From an optimization exercise on the open Yosys and OpenROAD flow, aimed at small area; shortcuts taken in it are not production practice.
Only simulation tests tie the RTL to the original design; equivalence was not proved.
No activity file was given, so power comes from the tool's default toggle rates.

==> flow/design.v <==
`default_nettype none
package dmaBusPkg;
  localparam int ADDR_W = 32;
  localparam int DATA_W = 32;
  typedef logic [ADDR_W-1:0] addr_t;
  typedef logic [DATA_W-1:0] data_t;
  typedef logic [1:0]        busSize_t;
  localparam busSize_t SIZE_HALF = 2'b01;
  localparam busSize_t SIZE_WORD = 2'b10;
  localparam int STEP_HALF = 2;
  localparam int STEP_WORD = 4;
endpackage
`default_nettype wire
`default_nettype none
package dmaCtrlPkg;
  localparam int NUM_CHANNELS = 4;
  typedef logic [15:0] dmaCtrl_t;
  localparam int CTRL_ENABLE   = 15;
  localparam int CTRL_IRQ      = 14;
  localparam int CTRL_WORD     = 10;   
  localparam int CTRL_REPEAT   = 9;
  localparam int CTRL_SRC_STEP = 7;    
  localparam int CTRL_DST_STEP = 5;    
  typedef enum logic [1:0] {
    STEP_INC        = 2'b00,
    STEP_DEC        = 2'b01,
    STEP_FIXED      = 2'b10,
    STEP_INC_RELOAD = 2'b11
  } stepMode_t;
  typedef logic [13:0] unitCount_t;   
  typedef enum logic [2:0] {
    OFF,
    IDLE,
    QUEUED,
    READ,
    WRITE,
    PREEMPTED
  } chanState_t;
endpackage
`default_nettype wire
`timescale 1ns/1ps
`default_nettype none
module dmaChannelFsm (
  input  logic                   clk,
  input  logic                   rst_b,
  input  dmaCtrlPkg::dmaCtrl_t   ctrl,
  input  logic                   start,
  input  logic                   lastUnit,
  input  logic                   busPreempted,
  input  logic                   busFree,
  input  logic                   memWait,
  output logic                   loadRegs,
  output logic                   stepSrc,
  output logic                   stepDst,
  output logic                   captureData,
  output logic                   reloadCount,
  output logic                   irq,
  output logic                   disableDma,
  output dmaCtrlPkg::chanState_t state
);
  dmaCtrlPkg::chanState_t nextState;
  logic       enablePrev;
  logic       canStart;
  logic       irqNext;
  logic       disableNext;
  assign canStart = busFree && !busPreempted;
  always_ff @(posedge clk or negedge rst_b) begin
    if (!rst_b) begin
      state      <= dmaCtrlPkg::OFF;
      enablePrev <= 1'b0;
      irq        <= 1'b0;
      disableDma <= 1'b0;
    end else begin
      state      <= nextState;
      enablePrev <= ctrl[dmaCtrlPkg::CTRL_ENABLE];
      irq        <= irqNext;      
      disableDma <= disableNext;
    end
  end
  always_comb begin
    nextState   = state;
    loadRegs    = 1'b0;
    stepSrc     = 1'b0;
    stepDst     = 1'b0;
    captureData = 1'b0;
    reloadCount = 1'b0;
    irqNext     = 1'b0;
    disableNext = 1'b0;
    case (state)
      (dmaCtrlPkg::OFF): begin
        if (ctrl[dmaCtrlPkg::CTRL_ENABLE] && !enablePrev) begin   
          loadRegs  = 1'b1;
          nextState = dmaCtrlPkg::IDLE;
        end
      end
      (dmaCtrlPkg::IDLE): begin
        if (!ctrl[dmaCtrlPkg::CTRL_ENABLE]) begin
          nextState = dmaCtrlPkg::OFF;
        end else if (start) begin
          nextState = canStart ? dmaCtrlPkg::READ : dmaCtrlPkg::QUEUED;
        end
      end
      (dmaCtrlPkg::QUEUED): begin
        if (start && canStart) begin
          nextState = dmaCtrlPkg::READ;
        end
      end
      (dmaCtrlPkg::READ): begin
        if (!memWait) begin
          captureData = 1'b1;
          stepSrc     = 1'b1;
          nextState   = dmaCtrlPkg::WRITE;
        end
      end
      (dmaCtrlPkg::WRITE): begin
        if (!memWait) begin
          stepDst = 1'b1;
          if (lastUnit) begin
            reloadCount = 1'b1;
            irqNext     = ctrl[dmaCtrlPkg::CTRL_IRQ];
            if (ctrl[dmaCtrlPkg::CTRL_REPEAT]) begin
              nextState = dmaCtrlPkg::IDLE;
            end else begin
              disableNext = 1'b1;
              nextState   = dmaCtrlPkg::OFF;
            end
          end else begin
            nextState = busPreempted ? dmaCtrlPkg::PREEMPTED : dmaCtrlPkg::READ;
          end
        end
      end
      (dmaCtrlPkg::PREEMPTED): begin
        if (canStart) begin
          nextState = dmaCtrlPkg::READ;
        end
      end
      default: nextState = dmaCtrlPkg::OFF;
    endcase
  end
endmodule
`default_nettype wire
`timescale 1ns/1ps
`default_nettype none
module dmaAddrPath (
  input  logic                   clk,
  input  logic                   rst_b,
  input  dmaCtrlPkg::dmaCtrl_t   ctrl,
  input  dmaBusPkg::addr_t       srcIn,
  input  dmaBusPkg::addr_t       dstIn,
  input  dmaCtrlPkg::unitCount_t countIn,
  input  dmaBusPkg::data_t       rdata,
  input  logic                   loadRegs,
  input  logic                   stepSrc,
  input  logic                   stepDst,
  input  logic                   captureData,
  input  logic                   reloadCount,
  input  dmaCtrlPkg::chanState_t state,
  output dmaBusPkg::addr_t       addr,
  output dmaBusPkg::data_t       wdata,
  output dmaBusPkg::busSize_t    size,
  output logic                   lastUnit
);
  dmaBusPkg::addr_t      srcReg;
  dmaBusPkg::addr_t      dstReg;
  dmaBusPkg::addr_t      stepAmt;
  dmaBusPkg::data_t      dataReg;
  dmaCtrlPkg::unitCount_t countReg;
  dmaCtrlPkg::unitCount_t doneCount;
  dmaCtrlPkg::unitCount_t nextDone;
  logic [1:0] srcMode;
  logic [1:0] dstMode;
  logic       dstReload;
  function automatic logic [31:0] nextAddr(logic [31:0] a, logic [1:0] mode, logic [31:0] amt);
    case (mode)
      2'b01:   nextAddr = a - amt;   
      2'b10:   nextAddr = a;         
      default: nextAddr = a + amt;   
    endcase
  endfunction
  assign srcMode   = ctrl[dmaCtrlPkg::CTRL_SRC_STEP +: 2];
  assign dstMode   = ctrl[dmaCtrlPkg::CTRL_DST_STEP +: 2];
  assign stepAmt   = ctrl[dmaCtrlPkg::CTRL_WORD] ? 32'(dmaBusPkg::STEP_WORD) : 32'(dmaBusPkg::STEP_HALF);
  assign dstReload = reloadCount && ctrl[dmaCtrlPkg::CTRL_REPEAT] && (dstMode == dmaCtrlPkg::STEP_INC_RELOAD);
  always_ff @(posedge clk) begin
    if (loadRegs) begin
      srcReg   <= srcIn;
      dstReg   <= dstIn;
      countReg <= countIn;
    end else begin
      if (stepSrc) srcReg <= nextAddr(srcReg, srcMode, stepAmt);
      if (stepDst) dstReg <= dstReload ? dstIn : nextAddr(dstReg, dstMode, stepAmt);
    end
    if (captureData) dataReg <= rdata;
  end
  assign nextDone = doneCount + 1'b1;
  assign lastUnit = (nextDone == countReg);
  always_ff @(posedge clk or negedge rst_b) begin
    if (!rst_b) doneCount <= '0;
    else if (loadRegs || reloadCount) doneCount <= '0;
    else if (stepDst) doneCount <= nextDone;
  end
  assign addr = (state == dmaCtrlPkg::WRITE) ? dstReg : srcReg;
  assign size = ctrl[dmaCtrlPkg::CTRL_WORD] ? dmaBusPkg::SIZE_WORD : dmaBusPkg::SIZE_HALF;
  always_comb begin
    wdata = dataReg;
    if (!ctrl[dmaCtrlPkg::CTRL_WORD] && dstReg[1]) wdata[31:16] = dataReg[15:0];   
  end
endmodule
`default_nettype wire
`timescale 1ns/1ps
`default_nettype none
module dmaChannel (
  input  logic                   clk,
  input  logic                   rst_b,
  input  dmaCtrlPkg::dmaCtrl_t   ctrl,
  input  dmaBusPkg::addr_t       srcAddr,
  input  dmaBusPkg::addr_t       dstAddr,
  input  dmaCtrlPkg::unitCount_t unitCount,
  input  logic                   start,
  output logic                   busActive,     
  output logic                   busWantsBus,
  output dmaBusPkg::addr_t       busAddr,
  output dmaBusPkg::data_t       busWdata,
  output dmaBusPkg::busSize_t    busSize,
  output logic                   busWen,
  input  logic                   busPreempted,  
  input  logic                   busFree,
  input  dmaBusPkg::data_t       busRdata,
  input  logic                   memWait,
  output logic                   irq,
  output logic                   disableDma
);
  dmaCtrlPkg::chanState_t state;
  logic       loadRegs;
  logic       stepSrc;
  logic       stepDst;
  logic       captureData;
  logic       reloadCount;
  logic       lastUnit;
  assign busActive   = (state == dmaCtrlPkg::READ) || (state == dmaCtrlPkg::WRITE);
  assign busWen      = (state == dmaCtrlPkg::WRITE);
  assign busWantsBus = ((state == dmaCtrlPkg::IDLE) && start) || (state == dmaCtrlPkg::QUEUED) ||
                       (state == dmaCtrlPkg::PREEMPTED);
  dmaChannelFsm fsm (
    .clk,
    .rst_b,
    .ctrl,
    .start,
    .lastUnit,
    .busPreempted,
    .busFree,
    .memWait,
    .loadRegs,
    .stepSrc,
    .stepDst,
    .captureData,
    .reloadCount,
    .irq,
    .disableDma,
    .state
  );
  dmaAddrPath path (
    .clk,
    .rst_b,
    .ctrl,
    .srcIn(srcAddr),
    .dstIn(dstAddr),
    .countIn(unitCount),
    .rdata(busRdata),
    .loadRegs,
    .stepSrc,
    .stepDst,
    .captureData,
    .reloadCount,
    .state,
    .addr(busAddr),
    .wdata(busWdata),
    .size(busSize),
    .lastUnit
  );
endmodule
`default_nettype wire
`timescale 1ns/1ps
`default_nettype none
module dmaArbiter (
  input  logic [dmaCtrlPkg::NUM_CHANNELS-1:0]                  chanActive,
  input  logic [dmaCtrlPkg::NUM_CHANNELS-1:0]                  chanWantsBus,
  input  logic [dmaCtrlPkg::NUM_CHANNELS-1:0]                  chanWen,
  input  logic [dmaCtrlPkg::NUM_CHANNELS*dmaBusPkg::ADDR_W-1:0] chanAddr,
  input  logic [dmaCtrlPkg::NUM_CHANNELS*dmaBusPkg::DATA_W-1:0] chanWdata,
  input  logic [dmaCtrlPkg::NUM_CHANNELS*2-1:0]                chanSize,
  output logic [dmaCtrlPkg::NUM_CHANNELS-1:0]                  chanPreempted,
  output dmaBusPkg::addr_t    addr,
  output dmaBusPkg::data_t    wdata,
  output dmaBusPkg::busSize_t size,
  output logic                wen,
  output logic                busActive
);
  logic [dmaCtrlPkg::NUM_CHANNELS-1:0] claimVec;
  assign claimVec = chanActive | chanWantsBus;
  always_comb begin
    chanPreempted[0] = 1'b0;
    for (int i = 1; i < dmaCtrlPkg::NUM_CHANNELS; i++) begin
      chanPreempted[i] = chanPreempted[i-1] | claimVec[i-1];
    end
  end
  assign busActive = |chanActive;
  always_comb begin
    addr  = '0;
    wdata = '0;
    size  = '0;
    wen   = 1'b0;
    for (int i = dmaCtrlPkg::NUM_CHANNELS - 1; i >= 0; i--) begin
      if (chanActive[i]) begin   
        addr  = chanAddr[i*dmaBusPkg::ADDR_W +: dmaBusPkg::ADDR_W];
        wdata = chanWdata[i*dmaBusPkg::DATA_W +: dmaBusPkg::DATA_W];
        size  = chanSize[i*2 +: 2];
        wen   = chanWen[i];
      end
    end
  end
endmodule
`default_nettype wire
`timescale 1ns/1ps
`default_nettype none
module dmaController (
  input  logic         clk,
  input  logic         rst_b,
  input  logic [63:0]  ctrl,
  input  logic [127:0] srcAddr,
  input  logic [127:0] dstAddr,
  input  logic [55:0]  unitCount,
  input  logic [3:0]   startReq,
  input  logic         memWait,
  input  logic [31:0]  rdata,
  output logic [31:0]  addr,
  output logic [31:0]  wdata,
  output logic [1:0]   size,
  output logic         wen,
  output logic         busActive,
  output logic [3:0]   irq,
  output logic [3:0]   disableDma
);
  logic [dmaCtrlPkg::NUM_CHANNELS-1:0]    chanActive;
  logic [dmaCtrlPkg::NUM_CHANNELS-1:0]    chanWantsBus;
  logic [dmaCtrlPkg::NUM_CHANNELS-1:0]    chanWen;
  logic [dmaCtrlPkg::NUM_CHANNELS-1:0]    chanPreempted;
  logic [dmaCtrlPkg::NUM_CHANNELS*32-1:0] chanAddr;
  logic [dmaCtrlPkg::NUM_CHANNELS*32-1:0] chanWdata;
  logic [dmaCtrlPkg::NUM_CHANNELS*2-1:0]  chanSize;
  for (genvar i = 0; i < dmaCtrlPkg::NUM_CHANNELS; i++) begin : gChan
    dmaChannel chan (
      .clk,
      .rst_b,
      .ctrl(ctrl[16*i +: 16]),
      .srcAddr(srcAddr[32*i +: 32]),
      .dstAddr(dstAddr[32*i +: 32]),
      .unitCount(unitCount[14*i +: 14]),
      .start(startReq[i]),
      .busActive(chanActive[i]),
      .busWantsBus(chanWantsBus[i]),
      .busAddr(chanAddr[32*i +: 32]),
      .busWdata(chanWdata[32*i +: 32]),
      .busSize(chanSize[2*i +: 2]),
      .busWen(chanWen[i]),
      .busPreempted(chanPreempted[i]),
      .busFree(!busActive),
      .busRdata(rdata),
      .memWait,
      .irq(irq[i]),
      .disableDma(disableDma[i])
    );
  end
  dmaArbiter arb (
    .chanActive,
    .chanWantsBus,
    .chanWen,
    .chanAddr,
    .chanWdata,
    .chanSize,
    .chanPreempted,
    .addr,
    .wdata,
    .size,
    .wen,
    .busActive
  );
endmodule
`default_nettype wire
==> flow/run.sh <==
#!/bin/bash
# synth_recipe.tcl (not shown) runs the flow's synth.tcl, then flattens the netlist and writes it again
# the make line also repeats each setting of config.mk as NAME=value (left out here)
make -C /OpenROAD-flow-scripts/flow DESIGN_CONFIG=/design/flow/config.mk WORK_HOME=/design/flow/orfs CLKGATE_MAP_FILE= SYNTH_SCRIPT=/design/flow/synth_recipe.tcl finish
==> flow/config.mk <==
export PLATFORM = sky130hd
export DESIGN_NAME = dmaController
export DESIGN_NICKNAME = dmaController
export VERILOG_FILES = /design/flow/design.v
export SDC_FILE = /design/flow/constraint.sdc
export NUM_CORES = 4
export LEC_CHECK = 0
export CAP_MARGIN = 20
export CORE_MARGIN = 2
export CORE_UTILIZATION = 40
export SLEW_MARGIN = 20
==> flow/constraint.sdc <==
create_clock -name core_clock -period 8.0 [get_ports {clk}]
set_input_delay 1.6000 -clock core_clock [delete_from_list [all_inputs] [get_ports {clk}]]
set_output_delay 1.6000 -clock core_clock [all_outputs]
set_load 0.01 [all_outputs]
==> impl_metrics.tcl <==
set metrics [dict create \
    synth_top_flop_cell "sky130_fd_sc_hd__edfxtp_1" \
    cts-buffers-inserted 69 \
    setup-tns-final_ns 0 \
    overflow 0 \
    drtIter0Drc 3080 \
    synth-edff-count 440 \
    worst_clock_skew_ns 0.0286 \
    setup_repair_after_global_routing_missed_its_margin "false" \
    timing_worst_slew_pin_value_ns 1.04 \
    detail_route.first_pass.iterations 6 \
    vias 32251 \
    clock_tree_from_tritoncts "yes" \
    synth_seq_cells 520 \
    dpl.hpwl_um 94500 \
    most_common_cell_after_layout_fill_and_taps_aside "sky130_fd_sc_hd__nand2_1" \
    worstSkewPairLatency_ns 0.64 \
    worst-endpoint-required_ns 6.40 \
    root_buffer "sky130_fd_sc_hd__clkbuf_16" \
    syn2layout_area_growth_pct 22.1 \
    p_clk_frac 0.229 \
    avgRoutedWirePerCell_um 22.3 \
    antenna_violations_before_repair 46 \
    drv_slew 0 \
    hold_ws_ns 0.510 \
    cell_area_after_technology_mapping_um2 37200 \
    synth.avg_cell_area_um2 9.32 \
    worst_ep_arrival_time_ns 4.85 \
    drive_above_1_share 0.0574 \
    grt_pass1_vias 30648 \
    critical_path_class "reg2out" \
    power.share.combinational 0.479 \
    cp-start-kind "flop" \
    synth_async_sr_flop_share 0.154 \
    timing.fmax_mhz 155 \
    gp_congestion 0.922 \
    static-leakage-power_nw 17.6 \
    chipHeight_um 309 \
    synth_cell_types 91 \
    cts.sinks 520 \
    min-delay-path-class "reg2reg" \
    cell_internal_pwr_mw 8.29 \
    starting_density_of_the_core 0.405 \
    slew_headroom 0.309 \
    p_sw_frac 0.397 \
    ys.warnings.count 3 \
    power_density_nw_per_um2 303 \
    placement_rows 111 \
    nets 5064 \
    power.share.sequential 0.293 \
    run_status "finished clean" \
    number_of_buffers_inserted_for_hold_repair_after_clock_tree_synthesis 0 \
    netSwitchingPower_mw 5.45 \
    critPathMaxFanout 37 \
    grt_use_total 0.261 \
    most-common-layout-cells "sky130_fd_sc_hd__nand2_1 (509), sky130_fd_sc_hd__clkdlybuf4s50_1 (456), sky130_fd_sc_hd__edfxtp_1 (440)" \
    drc 0 \
    floorplan.die.width_um 309 \
    area_enclosed_by_the_die_boundary_um2 95400 \
    synth_cells 3989 \
    syn-num-nets 4660 \
    period_share 0.807 \
    floorplan.io_pins 491 \
    clk_transition_reported_paths_ns 0.06 \
    synth.yosys.seq_area_share 0.409 \
    placement.io_buffers 458 \
    timing.final.setup_violations 0 \
    worst_setup_path_end_kind "output port" \
    drt-vias-per-instance 5.65 \
    ir_drop_mv 0.220 \
    fp.coreArea_um2 91800 \
    grt_max_degree 69 \
    finalWirelength_um 127000 \
    cts.repair.resized 0 \
    buffer_levels_on_the_longest_clock_path 3 \
    post-cts-setup-buffers 0 \
    drtAntennaViolNets 0 \
    cap_violations 0 \
    wire_length_of_the_first_global_routing_pass_um 189000 \
    cts_h_tree_lvls 3 \
    finalWorstPathRequiredPeriod_ns 6.45 \
    report.final.hold_viol_count 0 \
]
-- worst max-delay path, stage by stage (launching register included) --
cell	delay (ns)
sky130_fd_sc_hd__dfrtp_1	0.48
sky130_fd_sc_hd__nor3b_4	0.19
sky130_fd_sc_hd__buf_4	0.29
sky130_fd_sc_hd__or2_1	0.33
sky130_fd_sc_hd__nor2_4	0.53
sky130_fd_sc_hd__buf_4	0.45
sky130_fd_sc_hd__a222oi_1	0.23
sky130_fd_sc_hd__a211oi_1	0.38
sky130_fd_sc_hd__a21oi_1	0.11
sky130_fd_sc_hd__nand2_1	0.10
sky130_fd_sc_hd__o21ai_0	0.11
sky130_fd_sc_hd__a21oi_1	0.35
sky130_fd_sc_hd__clkdlybuf4s50_1	0.62
-- per-layer routing --
layer | track usage | vias to the layer above | routed length (um)
li1 | - | 15724 | -
met1 | 0.349 | 15328 | 55300
met2 | 0.404 | 939 | 56700
met3 | 0.0718 | 208 | 10500
met4 | 0.0926 | 52 | 4140
met5 | 0 | - | 306
-- per-stage QoR --
step | utilization | setup WS [ns] | power, mW | instances | instance area [um^2]
final | 0.494 | 1.55 | 13.7 | 5704 | 45400
after detailed placement | 0.469 | 1.54 | 10.6 | 5565 | 43100
after global placement | 0.469 | 1.56 | 10.6 | 5565 | 43100
after global routing | 0.494 | 1.33 | 14.5 | 5696 | 45400
after floorplan | - | 2.19 | 7.95 | 3989 | 37200
after CTS | 0.494 | 1.50 | 13.8 | 5684 | 45300
-- final cells by class --
cell class | count | area, um^2
tap | 1243 | 1560
multi-input combinational | 3197 | 21000
clock buffer | 93 | 1920
fill | 8684 | 46400
inverter | 90 | 338
timing repair buffer | 515 | 5000
clock inverter | 26 | 310
antenna | 20 | 50.0
sequential | 520 | 15200
-- registers in the layout, indices dropped and copies added, names as in the netlist --
register and cells:
gChan.chan.path.dataReg 128, gChan.chan.path.dstReg 128, gChan.chan.path.srcReg 128, gChan.chan.path.countReg 56, gChan.chan.path.doneCount 56, gChan.chan.fsm.state 12
gChan.chan.fsm.disableDma 4, gChan.chan.fsm.enablePrev 4, gChan.chan.fsm.irq 4
-- cell families after synthesis --
family          count (synthesis)  synth area share
simple gates                 1202             0.148
xor+xnor                      306            0.0721
buf+inv                       272            0.0297
flops                         520             0.409
mux                           115            0.0350
fa+ha+maj                     256            0.0862
compound gates               1318             0.219
-- final timing paths --
path,from,to,slack (ns),depth (start not counted)
hold / removal,gChan[3].chan.path.doneCount[13],gChan[3].chan.path.doneCount[13],0.51,1
hold reg to reg,gChan[3].chan.path.doneCount[13],gChan[3].chan.path.doneCount[13],0.51,1
min in group asynchronous,rst_b,gChan[3].chan.fsm.disableDma,0.89,1
setup / recovery,gChan[2].chan.fsm.state[2],addr[3],1.55,12
setup reg to reg,gChan[0].chan.path.doneCount[2],gChan[0].chan.path.dstReg[4],3.63,10
max in group asynchronous,rst_b,gChan[0].chan.path.doneCount[8],5.94,2
-- Yosys cell counts (47+ instances only) --
cell type                  number  area (um^2)
sky130_fd_sc_hd__edfxtp_1     440        13200
sky130_fd_sc_hd__o21ai_0      405         2030
sky130_fd_sc_hd__xnor2_1      171         1500
sky130_fd_sc_hd__clkbuf_1     138          518
sky130_fd_sc_hd__a21o_1       101          758
sky130_fd_sc_hd__dfrtp_1       80         2000
sky130_fd_sc_hd__mux2i_1       75          751
sky130_fd_sc_hd__nand2_1      512         1920
sky130_fd_sc_hd__nand3_1       80          400
sky130_fd_sc_hd__a211oi_1      58          435
sky130_fd_sc_hd__a21oi_1      390         1950
sky130_fd_sc_hd__o31ai_1       47          353
sky130_fd_sc_hd__ha_1         256         3200
sky130_fd_sc_hd__nand2b_1      64          400
sky130_fd_sc_hd__nor2_1       294         1100
sky130_fd_sc_hd__xor2_1       135         1180
sky130_fd_sc_hd__inv_1         87          327
-- power groups by stage --
stage / registers [mW] / clock network [mW] / logic (mW)
4_1_cts: 4.01 / 3.20 / 6.58
2_1_floorplan: 3.92 / 0 / 4.03
3_3_place_gp: 4.06 / 0 / 6.50
5_1_grt: 4.07 / 3.30 / 7.17
3_5_place_dp: 4.06 / 0 / 6.54
6_report: 4.02 / 3.14 / 6.57

static timing again, ports no longer ideal:
Ports are ideal in the flow. The routed layout listed here was re-timed in OpenROAD. Step 1 sets driving cells, clkbuf_16 on the clock port and buf_2 on the other inputs (assumed; they add their load-dependent delay and slew). Step 2 also shifts input and output timing later by t, the mid clock arrival at the registers, as if the neighbouring blocks saw the same clock. a / b / c = ideal / step 1 / step 2; a / b = the first two.
t (ns): 0.697
setup slack, ns: 1.547 / 1.477 / 1.555
worst slew at a driven data input, ns: 0.17
After both steps setup and hold are still met in this run. The setup slack of this run moves by -0.070 ns with the drivers and by +0.008 ns with both steps.
